Source: an optimization exercise on an open RTL-to-GDS flow (aim: small area). Production flows keep margins and buffers that such runs may drop. Function was checked by simulation only, so behaviour that the tests miss may differ from the original. No driver is modelled on the clock port, so clock power and skew are understated where the tree is cut down; a real chip needs a root buffer or a tree.

==> inputs of branch fjord <==
==> flow/design.v (excerpt) <==
module flash_ctrl
(
    input  logic              i_clk,
    input  logic              i_rst,
    input  logic [1:0]        i_op_type,
    input  logic [ADDR_W-1:0] i_op_addr,
    input  logic [NUM_W-1:0]  i_op_num,
    input  logic              i_op_valid,
    output logic              o_op_ready,
    input  logic [DATA_W-1:0] i_wr_data,
    input  logic              i_wr_sop,
    input  logic              i_wr_eop,
    input  logic              i_wr_valid,
    output logic [DATA_W-1:0] o_rd_data,
    output logic              o_rd_sop,
    output logic              o_rd_eop,
    output logic              o_rd_valid,
    output logic [OP_W-1:0]   o_spi_op_data,
    output logic [1:0]        o_spi_op_type,
    output logic [LEN_W-1:0]  o_spi_op_len,
    output logic [LEN_W-1:0]  o_spi_clk_len,
    output logic              o_spi_op_valid,
    input  logic              i_spi_op_ready,
    output logic [DATA_W-1:0] o_spi_write_data,
    input  logic              i_spi_write_req,
    input  logic [DATA_W-1:0] i_spi_read_data,
    input  logic              i_spi_read_valid
);
==> flow/config.mk <==
export PLATFORM = sky130hd
export DESIGN_NAME = flash_ctrl
export DESIGN_NICKNAME = flash_ctrl
export VERILOG_FILES = /design/flow/design.v
export SDC_FILE = /design/flow/constraint.sdc
export NUM_CORES = 4
export LEC_CHECK = 0
export CAP_MARGIN = 20
export CORE_MARGIN = 2
export CORE_UTILIZATION = 70
export CTS_BUF_LIST = sky130_fd_sc_hd__clkbuf_16
export CTS_CLUSTER_DIAMETER = 85
export CTS_CLUSTER_SIZE = 36
export SLEW_MARGIN = 20
==> flow/constraint.sdc <==
create_clock -name core_clock -period 10.0 [get_ports {i_clk}]
set_input_delay 2.0000 -clock core_clock [delete_from_list [all_inputs] [get_ports {i_clk}]]
set_output_delay 2.0000 -clock core_clock [all_outputs]
set_load 0.01 [all_outputs]
standard.sh (not shown) runs the stock make flow with config.mk's settings and CLKGATE_MAP_FILE= SYNTH_SCRIPT=/design/flow/synth_recipe.tcl, a recipe that flattens the netlist after the stock synthesis.
==> flow/flow/run.sh <==
#!/bin/bash
# Standard layout with three changes to what the flow inserts (the design and constraints are
# untouched): port buffers use the smallest buffer; clock tree synthesis clusters up to 36
# flip-flops per leaf buffer and adds no dummy loads; and after clock tree synthesis the last
# two levels of the clock tree become inverters (flow/swap_clk.tcl), so each flip-flop still
# sees the clock through an even number of inversions. If that step finds anything it does
# not expect, the standard clock tree is kept.
set -e
export BUFFER_PORTS_ARGS="-buffer_cell sky130_fd_sc_hd__buf_1"
export CTS_ARGS="-sink_clustering_enable -repair_clock_nets -sink_clustering_size 36 -sink_clustering_max_diameter 85 -buf_list sky130_fd_sc_hd__clkbuf_16 -dont_use_dummy_load"
bash standard.sh cts > standard_cts.log 2>&1
RES=$PWD/orfs/results/sky130hd/flash_ctrl/base
if SWAP_IN=$RES/4_cts.odb SWAP_OUT=$RES/4_cts_swapped.odb \
   SWAP_LEAF_CELL=sky130_fd_sc_hd__inv_12 SWAP_UP_CELL=sky130_fd_sc_hd__inv_16 \
   SWAP_BIG_CELL=sky130_fd_sc_hd__inv_16 SWAP_TARGET_NS=0.112 SWAP_LIMIT_NS=0.124 \
   SWAP_LIB=$FLOW_HOME/platforms/sky130hd/lib/sky130_fd_sc_hd__tt_025C_1v80.lib \
   SWAP_SDC=$RES/4_cts.sdc PLATFORM_DIR=$FLOW_HOME/platforms/sky130hd \
   openroad -no_init -exit flow/swap_clk.tcl > swap_clk.log 2>&1; then
  mv $RES/4_cts_swapped.odb $RES/4_cts.odb
fi
bash standard.sh > standard.log 2>&1
==> flow/flow/swap_clk.tcl <==
# Turn the last two levels of the clock tree into inverters: each leaf clock buffer becomes an
# inverter of the leaf size and each buffer driving the leaves an inverter of the upper size,
# so every flip-flop still sees the clock through an even number of inversions. Cells keep
# their place; the tree's shape and the registers are untouched.
set odb_in  $::env(SWAP_IN)
set odb_out $::env(SWAP_OUT)
set leaf_cell $::env(SWAP_LEAF_CELL)
set up_cell   $::env(SWAP_UP_CELL)
read_db $odb_in
set db [ord::get_db]
set block [ord::get_db_block]
set m_leaf [$db findMaster $leaf_cell]
set m_up   [$db findMaster $up_cell]
# the leaves are looked up again by name after swapping


proc out_iterm {inst} {
  foreach it [$inst getITerms] {
    if {[$it isOutputSignal]} { return $it }
  }
  return ""
}
proc in_iterm {inst} {
  foreach it [$inst getITerms] {
    if {[$it isInputSignal]} { return $it }
  }
  return ""
}
proc is_clkbuf {inst} {
  return [string match "sky130_fd_sc_hd__clkbuf_*" [[$inst getMaster] getName]]
}

# walk the clock tree from the clock port
set clk_net [$block findNet i_clk]
array set depth {}
set flop_depths {}
set frontier [list [list $clk_net 0]]
set bufs_by_depth [dict create]
set n_flops 0
while {[llength $frontier] > 0} {
  set next {}
  foreach item $frontier {
    lassign $item net d
    foreach it [$net getITerms] {
      if {![$it isInputSignal]} continue
      set inst [$it getInst]
      if {[is_clkbuf $inst]} {
        set o [out_iterm $inst]
        dict lappend bufs_by_depth [expr {$d + 1}] $inst
        lappend next [list [$o getNet] [expr {$d + 1}]]
      } elseif {[[$it getMTerm] getName] eq "CLK"} {
        lappend flop_depths $d
        incr n_flops
      } else {
        puts "SWAP abort: clock reaches [$inst getName]/[[$it getMTerm] getName]"
        exit 1
      }
    }
  }
  set frontier $next
}
set depths [lsort -unique $flop_depths]
puts "SWAP flops $n_flops at buffer depths $depths"
if {[llength $depths] != 1 || [lindex $depths 0] < 2} {
  puts "SWAP abort: flops not all at one depth"
  exit 1
}
set D [lindex $depths 0]
set leaves [dict get $bufs_by_depth $D]
set ups    [dict get $bufs_by_depth [expr {$D - 1}]]
# every buffer at depth D must drive only flops, every one at D-1 only leaves
foreach inst $leaves {
  foreach it [[[out_iterm $inst] getNet] getITerms] {
    if {[$it isInputSignal] && [[$it getMTerm] getName] ne "CLK"} { puts "SWAP abort: leaf drives non-flop"; exit 1 }
  }
}
foreach inst $ups {
  foreach it [[[out_iterm $inst] getNet] getITerms] {
    if {[$it isInputSignal] && [lsearch -exact $leaves [$it getInst]] < 0} { puts "SWAP abort: upper buffer drives non-leaf"; exit 1 }
  }
}

proc swap {block inst master} {
  set name [$inst getName]
  set in_net  [[in_iterm $inst] getNet]
  set out_net [[out_iterm $inst] getNet]
  set loc [$inst getLocation]
  set orient [$inst getOrient]
  odb::dbInst_destroy $inst
  set new [odb::dbInst_create $block $master $name]
  $new setOrient $orient
  $new setLocation [lindex $loc 0] [lindex $loc 1]
  $new setPlacementStatus PLACED
  [$new findITerm A] connect $in_net
  [$new findITerm Y] connect $out_net
}
set leaf_names {}
foreach inst $leaves { lappend leaf_names [$inst getName]; swap $block $inst $m_leaf }
foreach inst $ups    { swap $block $inst $m_up }
global_connect
puts "SWAP swapped [llength $leaves] leaves to $leaf_cell and [llength $ups] upper buffers to $up_cell"

# upsize the leaves whose flip-flops see too slow a clock edge
read_liberty $::env(SWAP_LIB)
read_sdc $::env(SWAP_SDC)
source $::env(PLATFORM_DIR)/setRC.tcl
set_propagated_clock [all_clocks]
set big_cell $::env(SWAP_BIG_CELL)
set target $::env(SWAP_TARGET_NS)
proc worst_sink_slew {name} {
  set w 0
  foreach p [get_pins -of_objects [get_nets -of_objects [get_pins $name/Y]] -filter "direction==input"] {
    set s [get_property $p slew_max]
    if {$s > $w} { set w $s }
  }
  return $w
}
estimate_parasitics -placement
set n_up 0
foreach name $leaf_names {
  if {[worst_sink_slew $name] > $target} {
    replace_cell [get_cells $name] $big_cell
    incr n_up
  }
}
puts "SWAP upsized $n_up leaves to $big_cell"
detailed_placement
check_placement
estimate_parasitics -placement
set m 0
foreach pin [all_registers -clock_pins -edge_triggered] { set s [get_property $pin slew_max]; if {$s > $m} {set m $s} }
puts "SWAP worst clock pin slew after swap $m"
if {$m > $::env(SWAP_LIMIT_NS)} {
  puts "SWAP abort: clock pin slew $m over limit"
  exit 1
}
write_db $odb_out
==> branch garnet (differences from branch fjord) <==
--- a/flow/design.v
+++ b/flow/design.v
@@ -80,14 +80,15 @@
     localparam logic [2:0] S_WREN   = 3'd1;    
     localparam logic [2:0] S_WREN_W = 3'd2;    
     localparam logic [2:0] S_CMD    = 3'd3;    
     localparam logic [2:0] S_DATA   = 3'd4;    
     localparam logic [2:0] S_POLL   = 3'd5;    
     localparam logic [2:0] S_POLL_W = 3'd6;    
     localparam logic [2:0] S_BUSY   = 3'd7;    
+    localparam logic [7:0] LFSR_END = 8'h80;
     logic [2:0]        r_state;
     logic [1:0]        r_type;
     logic [ADDR_W-1:0] r_addr;
     logic [NUM_W-1:0]  r_num;         
     logic              r_sr_busy;
     logic              r_rd_pend;     
     logic              r_rd_valid;
@@ -181,15 +182,15 @@
         begin
             r_type <= i_op_type;
             r_addr <= i_op_addr;
         end
         else if (w_poll)
             r_addr[7:0] <= 8'h00;
         else if (r_state == S_BUSY)
-            r_addr[7:0] <= r_addr[7:0] + 1'b1;
+            r_addr[7:0] <= {r_addr[6:0], r_addr[7] ^ r_addr[5] ^ r_addr[4] ^ r_addr[3] ^ (r_addr[6:0] == 7'h00)};
     end
     always_ff @(posedge i_clk)
     begin
         if (w_accept)
             r_num <= i_op_num;
         else if (w_rd_pop)
             r_num <= r_num - 1'b1;
@@ -223,15 +224,15 @@
                 S_POLL:
                     if (i_spi_op_ready)
                         r_state <= S_POLL_W;
                 S_POLL_W:
                     if (i_spi_op_ready)
                         r_state <= w_sr_busy ? S_BUSY : S_IDLE;
                 default:
-                    if (r_addr[7:0] == 8'hff)
+                    if (r_addr[7:0] == LFSR_END)
                         r_state <= S_POLL;
             endcase
             if (r_state == S_POLL)
                 r_sr_busy <= 1'b0;
             else if ((r_state == S_POLL_W) && i_spi_read_valid)
                 r_sr_busy <= i_spi_read_data[SR_WIP_BIT];
         end
==> flow/flow/run.sh (replaced) <==
#!/bin/bash
# Standard layout with three changes to what the flow inserts (the design and constraints are
# untouched): port buffers use the smallest buffer; clock tree synthesis clusters up to 37
# flip-flops per leaf buffer and adds no dummy loads; and after clock tree synthesis the last
# two levels of the clock tree become inverters (flow/swap_clk.tcl), so each flip-flop still
# sees the clock through an even number of inversions. If that step finds anything it does
# not expect, the standard clock tree is kept.
set -e
export BUFFER_PORTS_ARGS="-buffer_cell sky130_fd_sc_hd__buf_1"
export CTS_ARGS="-sink_clustering_enable -repair_clock_nets -sink_clustering_size 37 -sink_clustering_max_diameter 85 -buf_list sky130_fd_sc_hd__clkbuf_16 -dont_use_dummy_load"
bash standard.sh cts > standard_cts.log 2>&1
RES=$PWD/orfs/results/sky130hd/flash_ctrl/base
if SWAP_IN=$RES/4_cts.odb SWAP_OUT=$RES/4_cts_swapped.odb \
   SWAP_LEAF_CELL=sky130_fd_sc_hd__inv_12 SWAP_UP_CELL=sky130_fd_sc_hd__inv_16 \
   SWAP_BIG_CELL=sky130_fd_sc_hd__inv_16 SWAP_TARGET_NS=0.116 SWAP_LIMIT_NS=0.124 \
   SWAP_LIB=$FLOW_HOME/platforms/sky130hd/lib/sky130_fd_sc_hd__tt_025C_1v80.lib \
   SWAP_SDC=$RES/4_cts.sdc PLATFORM_DIR=$FLOW_HOME/platforms/sky130hd \
   openroad -no_init -exit flow/swap_clk.tcl > swap_clk.log 2>&1; then
  mv $RES/4_cts_swapped.odb $RES/4_cts.odb
fi
bash standard.sh > standard.log 2>&1
CAP_MARGIN = 0   (was 20)
CTS_CLUSTER_SIZE = 37   (was 36)
SLEW_MARGIN = 0   (was 20)
==> qor summary <==
quantity                                                          branch garnet            branch fjord
Result of the run                              no timing/DRC/antenna violations  no timing/DRC/antenna violations
Post-synthesis compound-gate area fraction                              0.00462                 0.00537
Vias in the first global route                                           19,400                  19,703
CP Launch Point                                                      i_wr_valid  r_state[1]$_DFFE_PP0P_
Synthesis-to-layout area growth                                           5.10%                   5.21%
Post-Synth Simple-Gate Area                                              0.0107                 0.00962
Worst rel slew slack                                                      0.231                   0.270
Starting utilization of the core area                                     0.708                   0.708
Worst stage delay on the critical path                                  0.94 ns                 0.71 ns
Worst Setup Path Type                                     primary input to flop      flop to output pin
Violation count after the first detailed-route iteration                  2,441                   2,211
Met3 track demand over resource                                          0.0269                  0.0270
Clock network share of area                                            0.000366                0.000366
Final period utilization                                                  0.475                   0.529
No run of this note takes its clock network from TritonCTS; it comes from the design's own scripts or RTL.

[what the ideal ports hide]
The flow's constraints put no driver on any port. The routed layouts listed below were extracted and timed again, unchanged, in two steps.
Step 1 assumes that a clkbuf_16 drives the clock port and a buf_2 every other input.
Step 2, shift: input delay + t, output delay - t, t = (earliest + latest rising clock arrival at the registers) / 2. This alone moves slack from input paths to output paths.
Slacks: ideal ports / drivers / drivers and shift; pairs: ideal ports / drivers.
run | t (ns) | setup WS [ns] | worst setup path at the end | worst register clock-pin slew, ns | worst data-port slew with drivers (ns)
branch fjord | 0.764 | 4.712 / 4.640 / 5.027 | input to register | 0.11 / 0.11 | 0.06
branch garnet | 0.756 | 5.252 / 5.292 / 4.536 | input to register | 0.12 / 0.12 | 0.07
After both steps setup and hold are still met in every run listed. For branch garnet, which loses most, drivers alone change the setup slack by +0.040 ns; drivers and shift together by -0.716 ns.
